Source: an optimization exercise on an open RTL-to-GDS flow (aim: small area). Production flows keep margins and buffers that such runs may drop. Function was checked by simulation only, so behaviour that the tests miss may differ from the original. Power is estimated from default activity; no workload was simulated.

==> design/flow/design.v <==
package rv6_pkg;
  localparam int XLEN_DEF = 64;
  localparam int NREG_DEF = 32;
  localparam int REG_AW   = $clog2(NREG_DEF);
  localparam int WB_ALU   = 0;
  localparam int WB_LSU   = 1;
  localparam int NWB      = 2;
  localparam int POP_MAX  = 1024;
  function automatic int unsigned popcount(input logic [POP_MAX-1:0] v);
    int unsigned n;
    n = 0;
    for (int i = 0; i < POP_MAX; i++) begin
      n += 32'(v[i]);
    end
    popcount = n;
  endfunction
endpackage
module regfile_wsel
#(
  parameter int W = 64
) (
  input  logic         i_s1,
  input  logic         i_s0,
  input  logic         i_hold,
  input  logic [W-1:0] i_d1,
  input  logic [W-1:0] i_d0,
  input  logic [W-1:0] i_q,
  output logic [W-1:0] o_d
);
  assign o_d = ~(({W{i_s1}} & i_d1) | ({W{i_s0}} & i_d0) | ({W{i_hold}} & i_q));
endmodule
module regfile_rdmux
#(
  parameter int N = 31,
  parameter int W = 64,
  localparam int NG = (N + 2) / 3
) (
  input  logic [N-1:0]   i_sel,
  input  logic [N*W-1:0] i_data,
  output logic [W-1:0]   o_data
);
  logic [NG*W-1:0] w_grp_n;
  for (genvar gg = 0; gg < NG; gg++) begin : g_grp
    localparam int B = 3 * gg;
    localparam int K = (N - B < 3) ? (N - B) : 3;
    logic [2:0]   w_sel;
    logic [3*W-1:0] w_data;
    for (genvar gk = 0; gk < 3; gk++) begin : g_in
      if (gk < K) begin : g_on
        assign w_sel[gk] = i_sel[B + gk];
        assign w_data[gk*W +: W] = i_data[(B + gk)*W +: W];
      end else begin : g_off
        assign w_sel[gk] = 1'b0;
        assign w_data[gk*W +: W] = '0;
      end
    end
    if (K == 3) begin : g_3
      regfile_aoi3 #(.W (W)) u_aoi (
        .i_sel  (w_sel),
        .i_data (w_data),
        .o_n    (w_grp_n[gg*W +: W])
      );
    end else if (K == 2) begin : g_2
      regfile_aoi2 #(.W (W)) u_aoi (
        .i_sel  (w_sel[1:0]),
        .i_data (w_data[2*W-1:0]),
        .o_n    (w_grp_n[gg*W +: W])
      );
    end else begin : g_1
      regfile_aoi1 #(.W (W)) u_aoi (
        .i_sel  (w_sel[0]),
        .i_data (w_data[W-1:0]),
        .o_n    (w_grp_n[gg*W +: W])
      );
    end
  end
  regfile_nandn #(.N (NG), .W (W)) u_comb (
    .i_n    (w_grp_n),
    .o_data (o_data)
  );
endmodule
module regfile_aoi3
#(
  parameter int W = 64
) (
  input  logic [2:0]     i_sel,
  input  logic [3*W-1:0] i_data,
  output logic [W-1:0]   o_n
);
  assign o_n = ~(({W{i_sel[0]}} & i_data[0 +: W]) |
                 ({W{i_sel[1]}} & i_data[W +: W]) |
                 ({W{i_sel[2]}} & i_data[2*W +: W]));
endmodule
module regfile_aoi2
#(
  parameter int W = 64
) (
  input  logic [1:0]     i_sel,
  input  logic [2*W-1:0] i_data,
  output logic [W-1:0]   o_n
);
  assign o_n = ~(({W{i_sel[0]}} & i_data[0 +: W]) |
                 ({W{i_sel[1]}} & i_data[W +: W]));
endmodule
module regfile_aoi1
#(
  parameter int W = 64
) (
  input  logic           i_sel,
  input  logic [W-1:0]   i_data,
  output logic [W-1:0]   o_n
);
  assign o_n = ~({W{i_sel}} & i_data);
endmodule
module regfile_nandn
#(
  parameter int N = 11,
  parameter int W = 64
) (
  input  logic [N*W-1:0] i_n,
  output logic [W-1:0]   o_data
);
  always_comb begin
    o_data = '0;
    for (int i = 0; i < N; i++) begin
      o_data = o_data | ~i_n[i*W +: W];
    end
  end
endmodule
module regfile_xorv
#(
  parameter int W = 64
) (
  input  logic [W-1:0] i_a,
  input  logic         i_b,
  output logic [W-1:0] o_y
);
  assign o_y = i_a ^ {W{i_b}};
endmodule
module regfile_wdrv (
  input  logic i_nrst,
  input  logic i_we0,
  input  logic i_we0_n,
  input  logic i_we1,
  input  logic i_we1_n,
  output logic o_s1,
  output logic o_s0,
  output logic o_hold
);
  assign o_s1   = i_nrst & i_we1;
  assign o_s0   = i_nrst & i_we0 & i_we1_n;
  assign o_hold = i_nrst & i_we0_n & i_we1_n;
endmodule
module regfile_and2 (
  input  logic i_a,
  input  logic i_b,
  output logic o_y
);
  assign o_y = i_a & i_b;
endmodule
module regfile_sb
#(
  parameter int XLEN     = rv6_pkg::XLEN_DEF,
  parameter int NREG     = rv6_pkg::NREG_DEF,
  parameter int RD_PORTS = 2,
  localparam int AW      = $clog2(NREG)
) (
  input  logic                     clk,
  input  logic                     rst,
  input  logic [RD_PORTS*AW-1:0]   rs,
  output logic [RD_PORTS*XLEN-1:0] r,
  output logic [RD_PORTS-1:0]      r_rdy,
  input  logic                     iss_vld,
  input  logic [AW-1:0]            iss_rd,
  output logic                     iss_rdy,
  input  logic [rv6_pkg::NWB-1:0]           wb_vld,
  input  logic [rv6_pkg::NWB*AW-1:0]        wb_rd,
  input  logic [rv6_pkg::NWB*XLEN-1:0]      wb_d,
  input  logic                     flush,
  output logic [AW:0]              busy_cnt
);
  localparam int NR = NREG - 1;   
  logic [XLEN-1:0] r_regs [1:NREG-1];
  logic [NREG-1:1] r_busy;
  logic            r_par;
  logic [AW-1:0]   w_wb_rd_alu;
  logic [AW-1:0]   w_wb_rd_lsu;
  logic [XLEN-1:0] w_wb_d_alu;
  logic [XLEN-1:0] w_wb_d_lsu;
  logic [NREG-1:1] w_we0;
  logic [NREG-1:1] w_we1;
  logic [NREG-1:1] w_busy_next;
  logic            w_fire;
  logic [NREG-1:0] r_busy_x;    
  assign r_busy_x = {r_busy, 1'b0};
  logic            w_clear;
  assign w_wb_rd_alu = wb_rd[rv6_pkg::WB_ALU*AW +: AW];
  assign w_wb_rd_lsu = wb_rd[rv6_pkg::WB_LSU*AW +: AW];
  assign w_wb_d_alu  = wb_d[rv6_pkg::WB_ALU*XLEN +: XLEN];
  assign w_wb_d_lsu  = wb_d[rv6_pkg::WB_LSU*XLEN +: XLEN];
  logic [XLEN-1:0] w_wd_alu_n;
  logic [XLEN-1:0] w_wd_lsu_n;
  always_ff @(posedge clk) begin
    r_par <= rst || !r_par;
  end
  regfile_xorv #(.W (XLEN)) u_wd_alu (
    .i_a   (w_wb_d_alu),
    .i_b   (r_par),
    .o_y   (w_wd_alu_n)
  );
  regfile_xorv #(.W (XLEN)) u_wd_lsu (
    .i_a   (w_wb_d_lsu),
    .i_b   (r_par),
    .o_y   (w_wd_lsu_n)
  );
  for (genvar gi = 1; gi < NREG; gi++) begin : g_reg
    logic            w_s1;
    logic            w_s0;
    logic            w_hold;
    logic [XLEN-1:0] w_next;
    assign w_we0[gi] = wb_vld[rv6_pkg::WB_ALU] && (w_wb_rd_alu == AW'(gi));
    assign w_we1[gi] = wb_vld[rv6_pkg::WB_LSU] && (w_wb_rd_lsu == AW'(gi));
    regfile_wdrv u_wdrv (
      .i_nrst  (!rst),
      .i_we0   (w_we0[gi]),
      .i_we0_n (!w_we0[gi]),
      .i_we1   (w_we1[gi]),
      .i_we1_n (!w_we1[gi]),
      .o_s1    (w_s1),
      .o_s0    (w_s0),
      .o_hold  (w_hold)
    );
    regfile_wsel #(.W (XLEN)) u_wsel (
      .i_s1   (w_s1),
      .i_s0   (w_s0),
      .i_hold (w_hold),
      .i_d1   (w_wd_lsu_n),
      .i_d0   (w_wd_alu_n),
      .i_q    (r_regs[gi]),
      .o_d    (w_next)
    );
    always_ff @(posedge clk) begin
      r_regs[gi] <= w_next;
    end
  end
  logic [NR*XLEN-1:0] w_rd_all;
  for (genvar gi = 1; gi < NREG; gi++) begin : g_rd_all
    assign w_rd_all[(gi-1)*XLEN +: XLEN] = r_regs[gi];
  end
  for (genvar gp = 0; gp < RD_PORTS; gp++) begin : g_rd
    logic [AW-1:0]   w_rs;
    logic [NR-1:0]   w_sel;
    assign w_rs = rs[gp*AW +: AW];
    logic [7:0] w_pre_hi;
    logic [3:0] w_pre_lo;
    for (genvar gk = 0; gk < 8; gk++) begin : g_pre_hi
      assign w_pre_hi[gk] = (w_rs[AW-1:2] == 3'(gk));
    end
    for (genvar gk = 0; gk < 4; gk++) begin : g_pre_lo
      assign w_pre_lo[gk] = (w_rs[1:0] == 2'(gk));
    end
    for (genvar gi = 1; gi < NREG; gi++) begin : g_sel
      regfile_and2 u_sel (
        .i_a (w_pre_hi[gi / 4]),
        .i_b (w_pre_lo[gi % 4]),
        .o_y (w_sel[gi-1])
      );
    end
    logic [XLEN-1:0] w_rd_raw;
    regfile_rdmux #(.N (NR), .W (XLEN)) u_rdmux (
      .i_sel  (w_sel),
      .i_data (w_rd_all),
      .o_data (w_rd_raw)
    );
    regfile_xorv #(.W (XLEN)) u_rd_pol (
      .i_a   (w_rd_raw),
      .i_b   (r_par && (w_rs != '0)),
      .o_y   (r[gp*XLEN +: XLEN])
    );
    assign r_rdy[gp] = !r_busy_x[w_rs];
  end
  assign iss_rdy = !flush && ((iss_rd == '0) || !r_busy[iss_rd]);
  assign w_fire  = iss_vld && iss_rdy;
  assign w_clear = flush || rst;
  for (genvar gi = 1; gi < NREG; gi++) begin : g_busy
    assign w_busy_next[gi] = !w_clear &&
                             ((r_busy[gi] && !w_we0[gi] && !w_we1[gi]) ||
                              (w_fire && (iss_rd == AW'(gi))));
  end
  always_ff @(posedge clk) begin
    r_busy <= w_busy_next;
  end
  assign busy_cnt = (AW+1)'(rv6_pkg::popcount(rv6_pkg::POP_MAX'({r_busy, 1'b0})));
endmodule
==> design/flow/flow/run.sh <==
#!/bin/bash
# Layout flow: the standard ORFS flow (standard.sh, unchanged synthesis) with
#  - the register bits placed as a regular array before global placement
#    (flow/array_place.tcl, released again by flow/unfix.tcl after it),
#  - port buffers of the smallest buffer cell (buf_1) instead of the default delay cell,
#  - a clock tree with larger sink clusters and no dummy loads.
# Each tool's full output stays in orfs/logs/ of the work folder; make's own output
# goes to flow_make.log there.
set -euo pipefail
cd "$(dirname "${BASH_SOURCE[0]}")/.."
W=$(pwd)
bash standard.sh \
  "PRE_GLOBAL_PLACE_SKIP_IO_TCL=$W/flow/array_place.tcl" \
  "POST_GLOBAL_PLACE_TCL=$W/flow/unfix.tcl" \
  "BUFFER_PORTS_ARGS=-buffer_cell sky130_fd_sc_hd__buf_1" \
  "CTS_ARGS=-sink_clustering_enable -repair_clock_nets -sink_clustering_size 22 -sink_clustering_max_diameter 110 -dont_use_dummy_load" \
  finish > flow_make.log 2>&1
==> design/flow/flow/array_place.tcl <==
# Places the register file's bit cells in a regular array and marks them FIRM, so that
# global placement puts the rest of the logic around them:
#  - bit b of every register in column b (CW sites wide), register i in a strip of
#    three rows; per group of three registers (nine rows) and column:
#      row 0: flop A, row 1: write cell A, row 2: read cell port 0,
#      row 3: flop B, row 4: write cell B, row 5: read cell port 1,
#      row 6: flop C, row 7: write cell C, row 8: free.
# Cells are found from the netlist: flops by name (r_regs[i][b]), the write cell drives
# the flop's D, read cells load the flop's Q and lead to output r[64p+b].
set ::AP_CW 18
set ::AP_XOFF_UM 20.0

proc ap_driver {net} {
  foreach it [$net getITerms] { if {[$it isOutputSignal]} { return [$it getInst] } }
  return ""
}
proc ap_out_net {inst} {
  foreach it [$inst getITerms] { if {[$it isOutputSignal]} { return [$it getNet] } }
  return "NULL"
}
# Output port index k (r[k]) reached forward from inst, or -1.
proc ap_find_rport {inst} {
  set frontier [list $inst]
  for {set d 0} {$d < 8} {incr d} {
    set next {}
    foreach i $frontier {
      set n [ap_out_net $i]
      if {$n eq "NULL"} continue
      foreach bt [$n getBTerms] {
        if {[regexp {^r\[(\d+)\]$} [$bt getName] -> k]} { return $k }
      }
      foreach it [$n getITerms] {
        if {[$it isInputSignal]} { lappend next [$it getInst] }
      }
    }
    set frontier [lsort -unique $next]
    if {[llength $frontier] > 200} { return -1 }
  }
  return -1
}

proc array_place {} {
  set CW $::AP_CW; set XOFF_UM $::AP_XOFF_UM
  set blk [ord::get_db_block]
  set core [$blk getCoreArea]
  set site_w 460
  # rows from the top
  set rows {}
  foreach r [$blk getRows] { lappend rows [list [lindex [$r getOrigin] 1] $r] }
  set rows [lsort -integer -decreasing -index 0 $rows]
  set x0 [expr {[$core xMin] + int($XOFF_UM*1000/$site_w)*$site_w}]
  # flops
  array set F {}
  foreach inst [$blk getInsts] {
    if {[regexp {^r_regs\\\[(\d+)\\\]\\\[(\d+)\\\]} [$inst getName] -> i b]} { set F($i,$b) $inst }
  }
  set placed 0
  proc put {inst row_idx site_off} {
    upvar rows rows x0 x0 site_w site_w
    set r [lindex $rows $row_idx 1]
    set y [lindex $rows $row_idx 0]
    $inst setLocation [expr {$x0 + $site_off*$site_w}] $y
    $inst setOrient [$r getOrient]
    $inst setPlacementStatus FIRM
  }
  foreach key [array names F] {
    lassign [split $key ,] i b
    set g [expr {($i-1)/3}]; set k [expr {($i-1)%3}]
    set base [expr {$g*9 + $k*3}]
    set f $F($key)
    put $f $base [expr {$b*$CW}]
    incr placed
    # write cell: driver of D
    foreach it [$f getITerms] {
      if {[[$it getMTerm] getName] eq "D"} {
        set w [ap_driver [$it getNet]]
        if {$w ne ""} { put $w [expr {$base+1}] [expr {$b*$CW}]; incr placed }
      }
    }
    # read cells on Q (other than the write cell), placed once per group by its port
    foreach it [$f getITerms] {
      if {[[$it getMTerm] getName] ne "Q"} continue
      foreach ld [[$it getNet] getITerms] {
        if {![$ld isInputSignal]} continue
        set c [$ld getInst]
        if {[$c getPlacementStatus] eq "FIRM"} continue
        if {[[$c getMaster] isSequential]} continue
        set on [ap_out_net $c]
        # the write cell of this flop drives its D: skip it
        set isw 0
        foreach it2 [$on getITerms] { if {[$it2 getInst] eq $f} { set isw 1 } }
        if {$isw} continue
        set kk [ap_find_rport $c]
        if {$kk < 0} continue
        set p [expr {$kk/64}]
        if {$g < 10} {
          put $c [expr {$g*9 + ($p == 0 ? 2 : 5)}] [expr {$b*$CW}]
        } else {
          put $c [expr {$g*9 + 2}] [expr {$b*$CW + $p*8}]
        }
        incr placed
      }
    }
  }
  puts "array_place: placed $placed cells"
}
array_place
==> design/flow/flow/unfix.tcl <==
# Releases the array cells fixed by array_place.tcl once global placement is done.
foreach inst [[ord::get_db_block] getInsts] {
  if {[$inst getPlacementStatus] eq "FIRM"} { $inst setPlacementStatus PLACED }
}
==> design/flow/standard.sh <==
#!/bin/bash
# synth_recipe.tcl (not shown) runs the flow's synth.tcl, then flattens the netlist and writes it again
# the make line also repeats each setting of config.mk as NAME=value (left out here)
make -C /OpenROAD-flow-scripts/flow DESIGN_CONFIG=/design/flow/config.mk WORK_HOME=/design/flow/orfs CLKGATE_MAP_FILE= SYNTH_SCRIPT=/design/flow/synth_recipe.tcl "${@:-finish}"
==> design/flow/config.mk <==
export PLATFORM = sky130hd
export DESIGN_NAME = regfile_sb
export DESIGN_NICKNAME = regfile_sb
export VERILOG_FILES = /design/flow/design.v
export SDC_FILE = /design/flow/constraint.sdc
export NUM_CORES = 8
export LEC_CHECK = 0
export CAP_MARGIN = 20
export CORE_AREA = 2.3 2.72 562.12 310.08
export DIE_AREA = 0 0 564.42 312.8
export PLACE_DENSITY = 0.55
export SLEW_MARGIN = 20
export SYNTH_HIERARCHICAL = 1
==> design/flow/constraint.sdc <==
create_clock -name core_clock -period 8.0 [get_ports {clk}]
set_input_delay 1.6000 -clock core_clock [delete_from_list [all_inputs] [get_ports {clk}]]
set_output_delay 1.6000 -clock core_clock [all_outputs]
set_load 0.01 [all_outputs]
==> run summary <==
[logic make-up (layout without fill, tap and decap cells)]
kind of cell	after synthesis	in the layout	synth area share [%]
compound gates	3313	3313	35.4
flops	2016	2016	43.1
buf+inv	1255	854	11.8
simple gates	1009	1009	5.92
xor+xnor	262	262	2.49
fa+ha+maj	35	35	0.653
mux	34	34	0.687
other cells	0	16	0
[per-module statistics from Yosys, one instance, submodules excluded, a selection]
module / copies in the design / cell area [sq um] / flip-flops and latches
regfile_sb: 1 / 43700 / 2016
regfile_wdrv: 31 / 18.8 / 0
regfile_and2: 62 / 6.26 / 0
[metal layers]
layer	wire (microns)	part of all wire [%]
met5	59	0.016
met4	38700	10
met3	54700	15
met2	154000	41
met1	128000	34
[cell type report]
| cell class | count | area (sq um) | share of cell area, % |
|---|---|---|---|
| inverters | 115 | 432 | 0.462 |
| diodes | 16 | 40.0 | 0.0429 |
| multi-input cells | 4653 | 43400 | 46.5 |
| well taps | 2300 | 2880 | 3.08 |
| repair buffers | 638 | 3730 | 4.00 |
| clock buffers | 101 | 2530 | 2.71 |
| flip-flops and latches | 2016 | 40400 | 43.2 |
[worst paths after layout]
check                                           start                      to  slack [ps]  depth (start not counted)
worst min register to register  r_regs[31][7]$_DFF_P_   r_regs[31][7]$_DFF_P_         470                          1
worst max register to register          r_par$_DFF_P_  r_regs[18][63]$_DFF_P_        3970                          6
worst min-delay path            r_regs[31][7]$_DFF_P_   r_regs[31][7]$_DFF_P_         470                          1
worst max-delay path               r_busy[24]$_DFF_P_             busy_cnt[4]         330                         18
[placed cells by master, fill, tap and decap left out, drive strengths merged, types with 4 or more instances in the layout]
cell       n
fa        23
or3      128
a21oi      6
nand4    280
nand3    137
xnor2      4
and3b      5
diode     16
nand2    230
o21ai     23
mux2i      8
inv      115
ha        12
nand2b     7
a222oi  3265
and2     102
nor3       8
mux4      24
and3      67
nor3b      8
o31ai      4
nor2b     10
dfxtp   2016
nor2      24
clkbuf   101
xor2     258
buf      638
[power by group]
group          leakage, nW  total [mW]  internal, mW  switching (mW)
combinational         17.4        3.64          1.11            2.53
clock                 1.24        5.60          2.25            3.35
sequential            16.9        11.7          10.9           0.759
total                 35.6        20.9          14.3            6.64
[flip-flops by register name, summed over array words and instances (netlist names)]
register,cells
r_par,1
r_regs,1984
r_busy,31
==> impl_metrics.xml <==
<?xml version="1.0" encoding="UTF-8"?>
<metrics>
  <group name="sta">
    <metric name="max_freq" unit="GHz">0.130</metric>
    <metric name="setup_repair_after_global_routing_missed_its_margin" unit="">false</metric>
    <metric name="tightestPinTransition" unit="ps">1240</metric>
    <metric name="setup_viol_count_final" unit="">0</metric>
    <metric name="slew_headroom" unit="%">16.9</metric>
    <metric name="final_period_minus_worst_setup_slack" unit="ps">7670</metric>
    <metric name="drv_slew" unit="">0</metric>
    <metric name="final_min_period_over_clock_period" unit="%">95.9</metric>
    <metric name="clock-skew-final" unit="ps">44.8</metric>
    <metric name="tns" unit="ps">0</metric>
    <metric name="hold_viol" unit="">0</metric>
    <metric name="finalHoldWorstSlack" unit="ps">473</metric>
    <metric name="timing.final.ws_setup" unit="ps">326</metric>
  </group>
  <group name="critical_path">
    <metric name="worstSetupEndpointType" unit="">output port</metric>
    <metric name="worst_setup_path_start_kind" unit="">flip-flop</metric>
    <metric name="critical_path_class" unit="">reg2out</metric>
    <metric name="path_common_cell" unit="">sky130_fd_sc_hd__fa_1</metric>
    <metric name="cp_buf_inv_count" unit="">7</metric>
    <metric name="slowest_stage" unit="">sky130_fd_sc_hd__fa_1</metric>
    <metric name="cp.required" unit="ps">6400</metric>
    <metric name="cp.arrival" unit="ps">6070</metric>
    <metric name="crit_path_max_incr_delay" unit="ps">610</metric>
    <metric name="crit_chain" unit="">inv_1, fa_1, fa_1, inv_1, fa_1, inv_1, fa_1, fa_1, fa_1, inv_1, fa_1, inv_1, fa_1, inv_1, a21o_1, a21oi_1, xnor2_1, buf_1</metric>
    <metric name="path_delay_family" unit="">adder cells</metric>
    <metric name="cp_max_fo" unit="">5</metric>
  </group>
  <group name="die">
    <metric name="effective_utilization_at_floorplan" unit="%">54.4</metric>
    <metric name="placement_rows" unit="">113</metric>
    <metric name="die_area" unit="sq um">177000</metric>
    <metric name="die_height" unit="microns">313</metric>
    <metric name="core_area" unit="sq um">172000</metric>
    <metric name="die-width" unit="microns">564</metric>
    <metric name="floorplan.io_pins" unit="">296</metric>
  </group>
  <group name="synth">
    <metric name="ys_warn_count" unit="">10</metric>
    <metric name="synth_top_cell_by_area" unit="">sky130_fd_sc_hd__dfxtp_1</metric>
    <metric name="synth-seq-area-share" unit="%">43.1</metric>
    <metric name="synth.most_common_cell" unit="">sky130_fd_sc_hd__a222oi_1</metric>
    <metric name="post_synth_most_frequent_cells" unit="">3265 x sky130_fd_sc_hd__a222oi_1, 2016 x sky130_fd_sc_hd__dfxtp_1, 723 x sky130_fd_sc_hd__buf_6</metric>
    <metric name="synth_seq_cells" unit="">2016</metric>
    <metric name="edff_count_synth" unit="">0</metric>
    <metric name="post_synth_top_flop" unit="">sky130_fd_sc_hd__dfxtp_1</metric>
    <metric name="synth.distinct_cells" unit="">48</metric>
    <metric name="yosys-top-cells-area" unit="">sky130_fd_sc_hd__dfxtp_1 43%, sky130_fd_sc_hd__a222oi_1 35%, sky130_fd_sc_hd__buf_6 8.7%, sky130_fd_sc_hd__xor2_1 2.4%, sky130_fd_sc_hd__buf_2 1.9%</metric>
    <metric name="yosys.area.top_type_share" unit="%">43.1</metric>
    <metric name="mappedNetlistNets" unit="">8118</metric>
    <metric name="synth-async-reset-ratio" unit="%">0</metric>
    <metric name="synth_area_per_cell" unit="sq um">11.8</metric>
    <metric name="postSynthCellCount" unit="">7924</metric>
    <metric name="synth_area" unit="sq um">93600</metric>
  </group>
  <group name="cells_and_area">
    <metric name="stdcell_count" unit="">9839</metric>
    <metric name="final_area" unit="sq um">93400</metric>
    <metric name="fillers" unit="">14800</metric>
    <metric name="drive_gt1_share" unit="%">10.5</metric>
    <metric name="post_layout_utilization_of_the_core" unit="%">54.3</metric>
    <metric name="syn_to_final_growth" unit="%">-0.190</metric>
    <metric name="final_nets" unit="">7719</metric>
  </group>
  <group name="global_route">
    <metric name="grt_max_degree" unit="">89</metric>
    <metric name="overflow" unit="">0</metric>
    <metric name="first_pass_grt_wire_length" unit="microns">546000</metric>
    <metric name="met2_usage" unit="%">57.4</metric>
    <metric name="grtUsageMet3" unit="%">9.96</metric>
    <metric name="antenna_found_initial" unit="">20</metric>
    <metric name="groute.layer.met1.usage" unit="%">49.5</metric>
    <metric name="grt_pass1_vias" unit="">86200</metric>
    <metric name="grt_usage" unit="%">39.7</metric>
    <metric name="grt_most_used_layer" unit="">met2</metric>
  </group>
  <group name="clocking">
    <metric name="post_cts_resize_count" unit="">0</metric>
    <metric name="ctsHoldBuffers" unit="">0</metric>
    <metric name="cts-root-to-sink-buffers" unit="">3</metric>
    <metric name="root_buffer" unit="">sky130_fd_sc_hd__clkbuf_16</metric>
    <metric name="clock_latency" unit="ps">810</metric>
    <metric name="cts_buf_count" unit="">101</metric>
    <metric name="cts.reportedPaths.clkPinSlew" unit="ps">90</metric>
    <metric name="post_cts_repair_timing_setup_buffer_count" unit="">0</metric>
    <metric name="tritoncts_clock_tree" unit="">done</metric>
    <metric name="clock-sinks" unit="">2016</metric>
    <metric name="h_tree_depth_reported_by_cts" unit="">3</metric>
  </group>
  <group name="drt">
    <metric name="vias" unit="">90100</metric>
    <metric name="route.detailed.wl_per_inst" unit="microns">38.2</metric>
    <metric name="routed_wirelength" unit="microns">376000</metric>
    <metric name="route.detailed.vias_per_inst" unit="">9.16</metric>
    <metric name="drtAntennaViolNets" unit="">0</metric>
    <metric name="drt_iter0_markers" unit="">37400</metric>
    <metric name="first_pass_iters" unit="">23</metric>
    <metric name="drc" unit="">0</metric>
  </group>
  <group name="placement">
    <metric name="dpl-instance-area" unit="sq um">90800</metric>
    <metric name="place_ws" unit="ps">933</metric>
    <metric name="dp_cells" unit="">9722</metric>
    <metric name="port_buffers" unit="">295</metric>
    <metric name="total_half_perimeter_wirelength_after_legalization_and_detailed_placement" unit="microns">287000</metric>
  </group>
  <group name="job">
    <metric name="maxCapViolCount" unit="">0</metric>
  </group>
  <group name="power">
    <metric name="power_per_cell_area" unit="nW/um^2">224</metric>
    <metric name="total_power" unit="mW">20.9</metric>
    <metric name="static-leakage-power" unit="nW">35.6</metric>
    <metric name="peakVddDrop" unit="mV">0.193</metric>
  </group>
  <group name="worst_hold_path">
    <metric name="min-delay-path-class" unit="">reg2reg</metric>
  </group>
  <group name="status">
    <metric name="outcome" unit="">timing/DRC/antenna clean</metric>
  </group>
</metrics>

## static timing again, ports no longer ideal
No port has a modelled driver above. Below, the same layout with a new extraction and two added sets of constraints.
Step 1, drivers: a clkbuf_16 drives clk and a buf_2 each remaining input, both assumed.
Step 2 moves the port delays by t, midway between the first and last clock arrival at a register: inputs arrive t later, outputs are due t later. That takes back most of the time a late clock gives input paths.
a / b / c = no drivers / after step 1 / after step 2; a / b = the first two.
t, ns: 0.866
setup WS [ns]: 0.326 / 0.231 / 0.574
clock arrival spread, ns: 0.070 / 0.070
worst slew at a driven data input, ns: 0.21
After both steps this run still meets setup and hold. For this run, drivers alone change the setup slack by -0.095 ns; drivers and shift together by +0.248 ns.
